From an optimization exercise on the open Yosys and OpenROAD flow, aimed at small area; shortcuts taken in it are not production practice. Where RTL was checked, it was by simulation tests only, not by an equivalence proof against the original. Power figures rest on the tool's default switching activity, not on a simulated workload.

v6:
==> flow/design.v <==
`timescale 1ns/1ns
module event_readout
(
    input  logic        clk_i,
    input  logic        rdholdoff_reset,
    input  logic        clk_ce_i,
    input  logic [23:0] rdholdoff_i,
    input  logic        sample_wr_en_i,
    input  logic        sample_wr_chan_i,
    input  logic [1:0]  sample_wr_bank_i,
    input  logic [3:0]  sample_wr_addr_i,
    input  logic [15:0] sample_wr_data_i,
    input  logic        hdr_push_i,
    input  logic [15:0] hdr_word_i,
    output logic [15:0] ev_data_o,
    output logic        ev_strobe_o,
    output logic        ev_valid_o,
    output logic        complete_o
);
    logic        valid_q;      
    logic        pause_q;      
    logic        strobe_q;
    logic [6:0]  p_q;          
    logic [24:0] cnt_q;        
    logic [4:0]  wp_q;         
    logic [2:0]  ep_q;         
    logic active, idle, avail, start, cap, last;
    assign active = valid_q & ~pause_q;
    assign idle   = ~valid_q & ~pause_q;
    assign avail  = (wp_q[4:2] != ep_q);
    assign start  = clk_ce_i & idle & avail;
    assign cap    = clk_ce_i & active;
    assign last   = (p_q == 7'd95);
    always_ff @(posedge clk_i) begin
        if (rdholdoff_reset) begin
            valid_q  <= 1'b0;
            pause_q  <= 1'b0;
            strobe_q <= 1'b0;
            wp_q     <= '0;
            ep_q     <= '0;
        end else begin
            strobe_q <= cap;
            if (hdr_push_i) wp_q <= wp_q + 1'b1;
            if (start) valid_q <= 1'b1;
            if (cap && last) begin
                pause_q <= 1'b1;
                ep_q    <= ep_q + 1'b1;
            end
            if (clk_ce_i && pause_q) begin
                valid_q <= 1'b0;
                if (cnt_q[24]) pause_q <= 1'b0;
            end
        end
    end
    always_ff @(posedge clk_i) begin
        if (start) p_q <= 7'd124;
        else if (cap) p_q <= p_q + 1'b1;
    end
    always_ff @(posedge clk_i) begin
        if (cap && last) cnt_q <= {1'b0, rdholdoff_i};
        else cnt_q <= cnt_q - clk_ce_i;
    end
    assign ev_valid_o  = valid_q;
    assign ev_strobe_o = strobe_q;
    assign complete_o  = cap & last;
    logic [15:0] smem [96];
    logic [15:0] hmem [16];
    logic [15:0] snext [96];
    logic [15:0] hnext [16];
    logic [95:0] s_we, s_we_n;
    logic [15:0] h_we, h_we_n;
    er_sample_wdec u_swdec (
        .wr_i   (sample_wr_en_i),
        .chan_i (sample_wr_chan_i),
        .bank_i (sample_wr_bank_i),
        .addr_i (sample_wr_addr_i),
        .we_o   (s_we),
        .we_n_o (s_we_n)
    );
    er_hdr_wdec u_hwdec (
        .push_i (hdr_push_i),
        .wp_i   (wp_q[3:0]),
        .we_o   (h_we),
        .we_n_o (h_we_n)
    );
    for (genvar i = 0; i < 96; i++) begin : g_s
        er_hold u_h (.q_i(smem[i]), .we_i(s_we[i]), .we_n_i(s_we_n[i]),
                     .d_i(sample_wr_data_i), .y_o(snext[i]));
        always_ff @(posedge clk_i) smem[i] <= snext[i];
    end
    for (genvar i = 0; i < 16; i++) begin : g_h
        er_hold u_h (.q_i(hmem[i]), .we_i(h_we[i]), .we_n_i(h_we_n[i]),
                     .d_i(hdr_word_i), .y_o(hnext[i]));
        always_ff @(posedge clk_i) hmem[i] <= hnext[i];
    end
    logic [111:0] rsel;
    logic [15:0]  rd_word;
    logic [15:0]  data_q;
    always_ff @(posedge clk_i) data_q <= rd_word;
    assign ev_data_o = data_q;
    er_rdec u_rdec (
        .p_i   (p_q),
        .ep_i  (ep_q[1:0]),
        .sel_o (rsel)
    );
    for (genvar b = 0; b < 16; b++) begin : g_rd
        logic [111:0] col;
        for (genvar i = 0; i < 96; i++) begin : g_cs
            assign col[i] = smem[i][b];
        end
        for (genvar i = 0; i < 16; i++) begin : g_ch
            assign col[96+i] = hmem[i][b];
        end
        er_rd_bit u_rd (.sel_i(rsel), .d_i(col), .y_o(rd_word[b]));
    end
endmodule
module er_hold
(
    input  logic [15:0] q_i,
    input  logic        we_i,
    input  logic        we_n_i,
    input  logic [15:0] d_i,
    output logic [15:0] y_o
);
    for (genvar b = 0; b < 16; b++) begin : g_b
        er_hold_bit u_b (.q_i(q_i[b]), .we_i(we_i), .we_n_i(we_n_i), .d_i(d_i[b]), .y_o(y_o[b]));
    end
endmodule
module er_hold_bit
(
    input  logic q_i,
    input  logic we_i,
    input  logic we_n_i,
    input  logic d_i,
    output logic y_o
);
    assign y_o = (q_i | we_i) & (d_i | we_n_i);
endmodule
module er_sample_wdec
(
    input  logic        wr_i,
    input  logic        chan_i,
    input  logic [1:0]  bank_i,
    input  logic [3:0]  addr_i,
    output logic [95:0] we_o,
    output logic [95:0] we_n_o
);
    logic [5:0]  hi;
    logic [15:0] lo;
    er_predec_bank u_hi (.wr_i(wr_i), .chan_i(chan_i), .bank_i(bank_i), .hi_o(hi));
    er_predec4 u_lo (.a_i(addr_i), .lo_o(lo));
    for (genvar h = 0; h < 6; h++) begin : g_h
        for (genvar a = 0; a < 16; a++) begin : g_a
            er_nand2 u_we_n (.a_i(hi[h]), .b_i(lo[a]), .y_o(we_n_o[h*16+a]));
            er_inv   u_we   (.a_i(we_n_o[h*16+a]), .y_o(we_o[h*16+a]));
        end
    end
endmodule
module er_predec_bank
(
    input  logic       wr_i,
    input  logic       chan_i,
    input  logic [1:0] bank_i,
    output logic [5:0] hi_o
);
    for (genvar c = 0; c < 2; c++) begin : g_c
        for (genvar b = 0; b < 3; b++) begin : g_b
            assign hi_o[c*3+b] = wr_i && (chan_i == 1'(c)) && (bank_i == 2'(b));
        end
    end
endmodule
module er_predec4
(
    input  logic [3:0]  a_i,
    output logic [15:0] lo_o
);
    for (genvar a = 0; a < 16; a++) begin : g_a
        assign lo_o[a] = (a_i == 4'(a));
    end
endmodule
module er_hdr_wdec
(
    input  logic        push_i,
    input  logic [3:0]  wp_i,
    output logic [15:0] we_o,
    output logic [15:0] we_n_o
);
    logic [15:0] lo;
    er_predec4 u_lo (.a_i(wp_i), .lo_o(lo));
    for (genvar i = 0; i < 16; i++) begin : g_i
        er_nand2 u_we_n (.a_i(push_i), .b_i(lo[i]), .y_o(we_n_o[i]));
        er_inv   u_we   (.a_i(we_n_o[i]), .y_o(we_o[i]));
    end
endmodule
module er_rdec
(
    input  logic [6:0]   p_i,
    input  logic [1:0]   ep_i,
    output logic [111:0] sel_o
);
    logic [5:0]  hi;
    logic [15:0] lo;
    logic [3:0]  hh;
    logic [3:0]  ej;
    er_predec_rd u_pre (.p_i(p_i), .ep_i(ep_i), .hi_o(hi), .hh_o(hh), .ej_o(ej));
    er_predec4 u_lo (.a_i(p_i[3:0]), .lo_o(lo));
    for (genvar h = 0; h < 6; h++) begin : g_h
        for (genvar a = 0; a < 16; a++) begin : g_a
            er_and2 u_sel (.a_i(hi[h]), .b_i(lo[a]), .y_o(sel_o[h*16+a]));
        end
    end
    for (genvar i = 0; i < 16; i++) begin : g_hd
        er_and2 u_sel (.a_i(ej[i / 4]), .b_i(hh[i % 4]), .y_o(sel_o[96+i]));
    end
endmodule
module er_predec_rd
(
    input  logic [6:0] p_i,
    input  logic [1:0] ep_i,
    output logic [5:0] hi_o,
    output logic [3:0] hh_o,
    output logic [3:0] ej_o
);
    for (genvar h = 0; h < 6; h++) begin : g_h
        assign hi_o[h] = (p_i[6:4] == 3'(h));
    end
    for (genvar k = 0; k < 4; k++) begin : g_k
        assign hh_o[k] = (p_i[6:2] == 5'b11111) && (p_i[1:0] == 2'(k));
        assign ej_o[k] = (ep_i == 2'(k));
    end
endmodule
module er_inv
(
    input  logic a_i,
    output logic y_o
);
    assign y_o = ~a_i;
endmodule
module er_and2
(
    input  logic a_i,
    input  logic b_i,
    output logic y_o
);
    assign y_o = a_i & b_i;
endmodule
module er_rd_bit
(
    input  logic [111:0] sel_i,
    input  logic [111:0] d_i,
    output logic         y_o
);
    logic [37:0] t_n;
    for (genvar g = 0; g < 37; g++) begin : g_3
        er_aoi222 u_t (.a_i(sel_i[3*g+2:3*g]), .b_i(d_i[3*g+2:3*g]), .y_o(t_n[g]));
    end
    er_nand2 u_t1 (.a_i(sel_i[111]), .b_i(d_i[111]), .y_o(t_n[37]));
    er_nand38 u_or (.a_i(t_n), .y_o(y_o));
endmodule
module er_aoi222
(
    input  logic [2:0] a_i,
    input  logic [2:0] b_i,
    output logic       y_o
);
    assign y_o = ~|(a_i & b_i);
endmodule
module er_nand2
(
    input  logic a_i,
    input  logic b_i,
    output logic y_o
);
    assign y_o = ~(a_i & b_i);
endmodule
module er_nand38
(
    input  logic [37:0] a_i,
    output logic        y_o
);
    assign y_o = ~&a_i;
endmodule
export LEC_CHECK = 0
export CAP_MARGIN = 10
export CORE_MARGIN = 2
export CORE_UTILIZATION = 45
export CTS_CLUSTER_DIAMETER = 100
export CTS_CLUSTER_SIZE = 26
export SLEW_MARGIN = 10
export SYNTH_HIERARCHICAL = 1
export SYNTH_MINIMUM_KEEP_SIZE = 0
create_clock -name core_clock -period 6.0 [get_ports {clk_i}]
run.sh (not shown) runs the stock make flow with config.mk's settings and CLKGATE_MAP_FILE= SYNTH_SCRIPT=/design/flow/synth_recipe.tcl, a recipe that flattens the netlist after the stock synthesis.
Inputs modified between v6 and v7:
-- flow/design.v --
<<< v6, line 152
    for (genvar h = 0; h < 6; h++) begin : g_h
        for (genvar a = 0; a < 16; a++) begin : g_a
            er_nand2 u_we_n (.a_i(hi[h]), .b_i(lo[a]), .y_o(we_n_o[h*16+a]));
            er_inv   u_we   (.a_i(we_n_o[h*16+a]), .y_o(we_o[h*16+a]));
        end
    end
>>> v7, line 152
    for (genvar h = 0; h < 6; h++) begin : g_h
        for (genvar a = 0; a < 16; a++) begin : g_a
            er_and2  u_we   (.a_i(hi[h]), .b_i(lo[a]), .y_o(we_o[h*16+a]));
            er_nand2 u_we_n (.a_i(hi[h]), .b_i(lo[a]), .y_o(we_n_o[h*16+a]));
        end
    end
<<< v6, line 189
    er_predec4 u_lo (.a_i(wp_i), .lo_o(lo));
    for (genvar i = 0; i < 16; i++) begin : g_i
        er_nand2 u_we_n (.a_i(push_i), .b_i(lo[i]), .y_o(we_n_o[i]));
        er_inv   u_we   (.a_i(we_n_o[i]), .y_o(we_o[i]));
    end
endmodule
>>> v7, line 189
    er_predec4 u_lo (.a_i(wp_i), .lo_o(lo));
    for (genvar i = 0; i < 16; i++) begin : g_i
        er_and2  u_we   (.a_i(push_i), .b_i(lo[i]), .y_o(we_o[i]));
        er_nand2 u_we_n (.a_i(push_i), .b_i(lo[i]), .y_o(we_n_o[i]));
    end
endmodule
<<< v6, line 229
        assign ej_o[k] = (ep_i == 2'(k));
    end
endmodule
module er_inv
(
    input  logic a_i,
    output logic y_o
);
    assign y_o = ~a_i;
endmodule
module er_and2
>>> v7, line 229
        assign ej_o[k] = (ep_i == 2'(k));
    end
endmodule
module er_and2
[summary]
Between v7 and v6, the difference in parity-gate share of the synthesized area counting xor and xnor cells is negligible.
Compared with v6, in v7 power density over the cells was more or less identical; logic gate share of total power was more or less identical; transition at the pin with the smallest max-transition slack went down by 0.17 ns.
v7 vs v6 — area after synthesis climbed slightly
Per the comparison of v7 with v6, fraction of the core area covered by cells at the end of the flow went down 0.48 points, total chip power went down 0.18 mW, met2 usage in global routing went up 1.4 points, arrival time at the worst endpoint went down 0.20 ns, register-to-register slack went up 0.17 ns.
The RTL of v6 was laid out without a check of its function.

[what the ideal ports hide]
No port has a modelled driver above. Below, the same layouts with a new extraction and two added sets of constraints. Step 1 assumes that a clkbuf_16 drives the clock port and a buf_2 every other input. Step 2 also shifts input and output timing later by t, the mid clock arrival at the registers, as if the neighbouring blocks saw the same clock. Slacks: ideal / step 1 / step 2; pairs: ideal / step 1.
run	t (ns)	setup slack, ns	worst hold slack (ns)	cell pins on the clock port's net
v6	0.797	1.198 / 1.156 / 1.081	0.481 / 0.481 / 0.481	1
v7	0.795	1.368 / 1.368 / 1.368	0.479 / 0.479 / 0.479	1
After both steps every run listed still meets setup and hold. The setup slack of v6, which loses most, moves by -0.042 ns with the drivers and by -0.117 ns with both steps.
